This is an optimization exercise on Yosys and OpenROAD, whose aim is small area, a short achievable clock period and few clock cycles, not a production implementation. In this exercise RTL edits were held to simulation tests only and were not proved equivalent to the original. No activity file was given, so power comes from the tool's default toggle rates.

Setup of the baseline:
==> flow/design.v <==
module multicycle_datapath #(
  parameter int              XLEN     = 32,
  parameter logic [XLEN-1:0] RESET_PC = '0,
  parameter int              NREGS    = 32
) (
  input  logic            clk,
  input  logic            reset,
  output logic            mem_req,
  output logic            mem_we,
  output logic [XLEN-1:0] mem_addr,
  output logic [XLEN-1:0] mem_wdata,
  input  logic            mem_ready,
  input  logic [XLEN-1:0] mem_rdata,
  output logic [XLEN-1:0] pc,
  output logic            retire,
  output logic            halt
);
  logic [31:0] rf [1:31];           
  logic        req_fetch;           
  logic        f_stale;             
  logic [31:2] fa;                  
  logic [31:2] maddr;
  logic [31:2] pcq;                 
  logic        stop;                
  logic        bt_v;
  logic [31:2] bt_pc, bt_tgt;
  logic        d_valid, d_pred;     
  logic [31:0] d_ir;
  logic [31:2] d_pc;
  logic [3:0]  d_s1lo, d_s2lo;      
  logic [7:0]  d_s1hi, d_s2hi;      
  logic        e_valid, e_trap, e_wr, e_lw, e_sw, e_beq, e_jal, e_pred, e_tmis;
  logic        e_off8;              
  logic [31:2] e_tgt;               
  logic        e_add, e_inv, e_and, e_or, e_slt, e_sll, e_srl;
  logic        e_use1, e_use2;
  logic [4:0]  e_rd, e_rs1, e_rs2;
  logic [31:0] e_a, e_b;
  logic [11:0] e_imm;
  logic        m_valid, m_lw;
  logic [4:0]  m_rd;
  logic        w_v;
  logic [4:0]  w_rd;
  logic [31:0] w_d;
  assign mem_addr = {maddr, 2'b00};
  assign pc       = {pcq, 2'b00};
  logic [6:0] opcode, f7;
  logic [2:0] f3;
  logic [4:0] rd, rs1, rs2;
  assign opcode = d_ir[6:0];
  assign rd     = d_ir[11:7];
  assign f3     = d_ir[14:12];
  assign rs1    = d_ir[19:15];
  assign rs2    = d_ir[24:20];
  assign f7     = d_ir[31:25];
  logic [31:0] imm_i, imm_j;
  assign imm_i = {{20{d_ir[31]}}, d_ir[31:20]};
  assign imm_j = {{11{d_ir[31]}}, d_ir[31], d_ir[19:12], d_ir[20], d_ir[30:21], 1'b0};
  logic is_r, is_i, is_alu, is_lw, is_sw, is_beq, is_jal, legal;
  always_comb begin
    is_r   = opcode == 7'b0110011;
    is_i   = opcode == 7'b0010011;
    is_alu = is_r || is_i;
    is_lw  = opcode == 7'b0000011;
    is_sw  = opcode == 7'b0100011;
    is_beq = opcode == 7'b1100011;
    is_jal = opcode == 7'b1101111;
    legal  = 1'b0;
    if (is_r)
      case (f3)
        3'b000:                         legal = (f7 == 7'h00) || (f7 == 7'h20);
        3'b001, 3'b010, 3'b101, 3'b110,
        3'b111:                         legal = (f7 == 7'h00);
        default:                        legal = 1'b0;
      endcase
    else if (is_i)
      legal = (f3 == 3'b000) || (f3 == 3'b010) || (f3 == 3'b110) || (f3 == 3'b111);
    else if (is_lw || is_sw)
      legal = (f3 == 3'b010);
    else if (is_beq)
      legal = (f3 == 3'b000);
    else if (is_jal)
      legal = 1'b1;
  end
  logic d_use1, d_use2;
  assign d_use1 = (is_alu || is_lw || is_sw || is_beq) && rs1 != 5'd0;
  assign d_use2 = (is_r || is_sw || is_beq) && rs2 != 5'd0;
  logic [31:0] pc4, sum, e_res, e_addr;
  logic        slt_r, e_eq;
  assign pc4   = pc + 32'd4;
  assign sum   = e_a + (e_b ^ {32{e_inv}}) + {31'd0, e_inv};
  assign slt_r = (e_a[31] != e_b[31]) ? e_a[31] : sum[31];
  logic [31:0] e_oth;
  always_comb begin
    e_oth = ({32{e_and}} & (e_a & e_b)) | ({32{e_or}} & (e_a | e_b))
          | ({32{e_sll}} & (e_a << e_b[4:0])) | ({32{e_srl}} & (e_a >> e_b[4:0]))
          | ({32{e_jal}} & pc4);
    e_res = e_add ? sum : e_oth;
    if (e_slt) e_res[0] = slt_r;
  end
  assign e_addr = e_a + {{20{e_imm[11]}}, e_imm};
  assign e_eq   = e_a == e_b;
  logic held, acc;
  assign acc  = mem_req && mem_ready;
  assign held = mem_req && !mem_ready;
  logic e_run, e_trapnow, e_mem, e_go, e_memgo, e_done, e_taken, e_redir, e_refetch, e_free;
  logic e_skip;
  logic stop_n;
  assign e_run     = e_valid && !m_valid && !stop;
  assign e_mem     = e_lw || e_sw;
  assign e_taken   = e_jal || (e_beq && e_eq);
  assign e_trapnow = e_trap || (e_mem && e_addr[1:0] != 2'b00) || (e_taken && e_tmis);
  assign e_refetch = e_run && !e_trapnow && e_pred && !e_jal;
  assign e_go      = e_run && !e_trapnow && !(e_pred && !e_jal);
  assign e_memgo   = e_go && e_mem && !held;
  assign e_done    = e_go && !e_mem;
  assign e_skip    = e_done && e_beq && e_eq && e_off8 && !e_pred && d_valid && !d_pred;
  assign e_redir   = (e_done && e_taken && !e_pred && !e_skip) || e_refetch;
  assign e_free    = !e_valid || (e_run && !(e_mem && held));
  assign stop_n    = stop || (e_run && e_trapnow);
  logic m_done;
  assign m_done = m_valid && mem_ready;
  logic [31:0] r1, r2, op1, op2, b_early, imm_b, d_tgt;
  logic        b_reg;
  always_comb begin
    r1 = '0;
    r2 = '0;
    for (int i = 1; i < 32; i++) begin
      r1 = r1 | ({32{d_s1lo[i % 4] && d_s1hi[i / 4]}} & rf[i]);
      r2 = r2 | ({32{d_s2lo[i % 4] && d_s2hi[i / 4]}} & rf[i]);
    end
    if (e_valid && e_wr && e_rd == rs1 && !is_jal)      op1 = e_res;
    else if (m_valid && m_lw && m_rd == rs1 && !is_jal) op1 = mem_rdata;
    else if (is_jal)                                    op1 = '0;
    else if (w_v && w_rd == rs1)                        op1 = w_d;
    else                                                op1 = r1;
    b_reg = is_r || is_sw || is_beq;
    if (!b_reg)                  b_early = imm_i;
    else if (w_v && w_rd == rs2) b_early = w_d;
    else                         b_early = r2;
    if (e_valid && e_wr && e_rd == rs2 && b_reg)      op2 = e_res;
    else if (m_valid && m_lw && m_rd == rs2 && b_reg) op2 = mem_rdata;
    else                                              op2 = b_early;
  end
  assign imm_b = {{19{d_ir[31]}}, d_ir[31], d_ir[7], d_ir[30:25], d_ir[11:8], 1'b0};
  assign d_tgt = {d_pc, 2'b00} + (d_ir[3] ? imm_j : imm_b);
  logic d_take, f_ok, redir, bt_hit;
  logic [31:2] fa_n;
  assign bt_hit = bt_v && fa == bt_pc;
  assign redir  = e_redir;
  assign d_take = !d_valid || e_free;
  assign f_ok   = acc && req_fetch && !f_stale && !redir && d_take;
  always_comb begin
    if (e_refetch)    fa_n = pcq;
    else if (e_redir) fa_n = e_tgt;
    else if (f_ok)    fa_n = bt_hit ? bt_tgt : fa + 30'd1;
    else              fa_n = fa;
  end
  always_ff @(posedge clk) begin
    if (!reset) begin
      mem_req <= 1'b1; req_fetch <= 1'b1; mem_we <= 1'b0;
      f_stale <= 1'b0; fa <= RESET_PC[31:2]; pcq <= RESET_PC[31:2];
      d_valid <= 1'b0; e_valid <= 1'b0; m_valid <= 1'b0; w_v <= 1'b0; bt_v <= 1'b0;
      retire <= 1'b0; halt <= 1'b0; stop <= 1'b0;
    end else begin
      stop   <= stop_n;
      halt   <= halt || (stop_n && !held);
      retire <= e_done || m_done;
      if (e_done)       pcq <= e_taken ? e_tgt : pc4[31:2];
      else if (e_memgo) pcq <= pc4[31:2];
      fa <= fa_n;
      if (held) begin
        f_stale <= f_stale || (req_fetch && redir);
      end else begin
        f_stale <= 1'b0;
        if (e_memgo) begin
          mem_req <= 1'b1; req_fetch <= 1'b0; mem_we <= e_sw;
        end else if (stop_n) begin
          mem_req <= 1'b0; req_fetch <= 1'b0; mem_we <= 1'b0;
        end else begin
          mem_req <= 1'b1; req_fetch <= 1'b1; mem_we <= 1'b0;
        end
      end
      if (e_memgo)     m_valid <= 1'b1;
      else if (m_done) m_valid <= 1'b0;
      w_v <= (e_done && e_wr) || (m_done && m_lw);
      if (e_done && e_jal && !e_pred) bt_v <= 1'b1;
      else if (e_refetch) bt_v <= 1'b0;
      if (d_take) d_valid <= f_ok;
      else if (e_redir) d_valid <= 1'b0;
      if (e_free) e_valid <= d_valid && !e_redir && !e_skip;
    end
  end
  always_ff @(posedge clk) begin
    if (!reset) maddr <= RESET_PC[31:2];
    else if (!held) begin
      if (e_memgo) begin
        maddr <= e_addr[31:2]; mem_wdata <= e_b;
      end else maddr <= fa_n;
    end
    if (e_memgo) begin
      m_lw <= e_lw && e_rd != 5'd0; m_rd <= e_rd;
    end
    w_rd <= m_valid ? m_rd : e_rd;
    w_d  <= m_valid ? mem_rdata : e_res;
    if (e_done && e_jal && !e_pred) begin
      bt_pc <= pcq; bt_tgt <= e_tgt;
    end
    if (d_take) begin
      d_ir <= mem_rdata; d_pc <= maddr; d_pred <= bt_hit;
      for (int k = 0; k < 4; k++) begin
        d_s1lo[k] <= mem_rdata[16:15] == 2'(k);
        d_s2lo[k] <= mem_rdata[21:20] == 2'(k);
      end
      for (int k = 0; k < 8; k++) begin
        d_s1hi[k] <= mem_rdata[19:17] == 3'(k);
        d_s2hi[k] <= mem_rdata[24:22] == 3'(k);
      end
    end
    if (e_free) begin
      e_trap <= !legal;
      e_pred <= d_pred;
      e_tmis <= d_ir[3] ? d_ir[21] : d_ir[8];
      e_off8 <= {d_ir[31], d_ir[7], d_ir[30:25], d_ir[11:8]} == 12'd4;
      e_tgt  <= d_tgt[31:2];
      e_wr   <= (is_alu || is_jal) && rd != 5'd0;
      e_lw   <= is_lw; e_sw <= is_sw; e_beq <= is_beq; e_jal <= is_jal;
      e_add  <= is_alu && f3 == 3'b000;
      e_inv  <= is_alu && ((f3 == 3'b000 && is_r && f7[5]) || f3 == 3'b010);
      e_and  <= is_alu && f3 == 3'b111;
      e_or   <= is_alu && f3 == 3'b110;
      e_slt  <= is_alu && f3 == 3'b010;
      e_sll  <= is_r && f3 == 3'b001;
      e_srl  <= is_r && f3 == 3'b101;
      e_use1 <= d_use1; e_use2 <= d_use2;
      e_rd   <= rd; e_rs1 <= rs1; e_rs2 <= rs2;
      e_a    <= op1;
      e_b    <= op2;
      e_imm  <= is_sw ? {d_ir[31:25], d_ir[11:7]} : d_ir[31:20];
    end else if (m_valid && m_lw) begin
      if (e_use1 && e_rs1 == m_rd) e_a <= mem_rdata;
      if (e_use2 && e_rs2 == m_rd) e_b <= mem_rdata;
    end
  end
  always_ff @(posedge clk) begin
    if (w_v) rf[w_rd] <= w_d;
  end
endmodule
==> flow/config.mk <==
export PLATFORM = sky130hd
export DESIGN_NAME = multicycle_datapath
export DESIGN_NICKNAME = multicycle_datapath
export VERILOG_FILES = /design/flow/design.v
export SDC_FILE = /design/flow/constraint.sdc
export NUM_CORES = 4
export LEC_CHECK = 0
export CAP_MARGIN = 20
export CORE_MARGIN = 2
export CORE_UTILIZATION = 40
export CTS_CLUSTER_DIAMETER = 100
export CTS_CLUSTER_SIZE = 20
export SETUP_SLACK_MARGIN = 4.5
export SLEW_MARGIN = 20
export TNS_END_PERCENT = 20
==> flow/constraint.sdc <==
create_clock -name core_clock -period 8.0 [get_ports {clk}]
set_input_delay 1.6000 -clock core_clock [delete_from_list [all_inputs] [get_ports {clk}]]
set_output_delay 1.6000 -clock core_clock [all_outputs]
set_load 0.01 [all_outputs]
run.sh (not shown) runs the stock make flow with config.mk's settings and CLKGATE_MAP_FILE= SYNTH_SCRIPT=/design/flow/synth_recipe.tcl, a recipe that flattens the netlist after the stock synthesis.
Testbench counts of the baseline, summed over its fixed seeds: cycles 18,385.
Setup changes, the baseline to the candidate
--- a/flow/design.v
+++ b/flow/design.v
@@ -28,6 +28,5 @@
   logic [31:0] d_ir;
   logic [31:2] d_pc;
-  logic [3:0]  d_s1lo, d_s2lo;      
-  logic [7:0]  d_s1hi, d_s2hi;      
+  logic [31:1] d_s1, d_s2;          
   logic        e_valid, e_trap, e_wr, e_lw, e_sw, e_beq, e_jal, e_pred, e_tmis;
   logic        e_off8;              
@@ -43,4 +42,5 @@
   logic [4:0]  w_rd;
   logic [31:0] w_d;
+  logic [31:1] w_en;                
   assign mem_addr = {maddr, 2'b00};
   assign pc       = {pcq, 2'b00};
@@ -127,6 +127,6 @@
     r2 = '0;
     for (int i = 1; i < 32; i++) begin
-      r1 = r1 | ({32{d_s1lo[i % 4] && d_s1hi[i / 4]}} & rf[i]);
-      r2 = r2 | ({32{d_s2lo[i % 4] && d_s2hi[i / 4]}} & rf[i]);
+      r1 = r1 | ({32{d_s1[i]}} & rf[i]);
+      r2 = r2 | ({32{d_s2[i]}} & rf[i]);
     end
     if (e_valid && e_wr && e_rd == rs1 && !is_jal)      op1 = e_res;
@@ -203,4 +203,6 @@
     end
     w_rd <= m_valid ? m_rd : e_rd;
+    for (int k = 1; k < 32; k++)
+      w_en[k] <= (e_done && e_wr && e_rd == 5'(k)) || (m_done && m_lw && m_rd == 5'(k));
     w_d  <= m_valid ? mem_rdata : e_res;
     if (e_done && e_jal && !e_pred) begin
@@ -209,11 +211,7 @@
     if (d_take) begin
       d_ir <= mem_rdata; d_pc <= maddr; d_pred <= bt_hit;
-      for (int k = 0; k < 4; k++) begin
-        d_s1lo[k] <= mem_rdata[16:15] == 2'(k);
-        d_s2lo[k] <= mem_rdata[21:20] == 2'(k);
-      end
-      for (int k = 0; k < 8; k++) begin
-        d_s1hi[k] <= mem_rdata[19:17] == 3'(k);
-        d_s2hi[k] <= mem_rdata[24:22] == 3'(k);
+      for (int k = 1; k < 32; k++) begin
+        d_s1[k] <= mem_rdata[19:15] == 5'(k);
+        d_s2[k] <= mem_rdata[24:20] == 5'(k);
       end
     end
@@ -244,5 +242,6 @@
   end
   always_ff @(posedge clk) begin
-    if (w_v) rf[w_rd] <= w_d;
+    for (int k = 1; k < 32; k++)
+      if (w_en[k]) rf[k] <= w_d;
   end
 endmodule
==> comparison <==
Compared to the baseline, the candidate has non-clock inverter count in the final layout about 0.8% higher.
Per the comparison of the candidate with the baseline, number of antenna violations at the first check in global routing saw an increase, standard cell area after detailed placement increased about 2%, average cell area after synthesis picked up an extra 0.33 sq um, fmax picked up an extra about 3.5%.
The candidate and the baseline ended up with roughly the same global-route track usage on met1.
Diff the baseline and the candidate: share of total power in the clock network lower in the candidate
The candidate vs the baseline: power in sequential cells up by more than 10%
Against the baseline, register bit total from synthesis in the candidate rose by a few percent.
Testbench counts of the candidate, summed over its fixed seeds: cycles 18,385.

-- re-timing with driven ports --
How much do the figures lean on ideal ports? The routed layouts below were timed once more, with nothing changed but the port constraints. Step 1 (the two cells are an assumption about what drives the block):
set clk [get_ports {clk}]
set_driving_cell -lib_cell sky130_fd_sc_hd__clkbuf_16 $clk
set_driving_cell -lib_cell sky130_fd_sc_hd__buf_2 [delete_from_list [all_inputs] $clk]
Step 2 moves the port delays by t, midway between the first and last clock arrival at a register: inputs arrive t later, outputs are due t later. That takes back most of the time a late clock gives input paths. a / b / c = ideal ports / drivers / drivers and shift; a / b = the first two.
| run | shift t [ns] | slack for setup (ns) | hold WS [ns] | slew at the worst register clock pin (ns) |
|---|---|---|---|---|
| the baseline | 0.845 | 4.083 / 4.083 / 3.687 | 0.472 / 0.472 / 0.472 | 0.10 / 0.10 |
| the candidate | 0.873 | 4.214 / 4.214 / 3.679 | 0.470 / 0.470 / 0.470 | 0.10 / 0.10 |
After both steps setup and hold are still met in every run listed. The setup slack of the candidate, which loses most, moves by 0.000 ns with the drivers and by -0.535 ns with both steps.
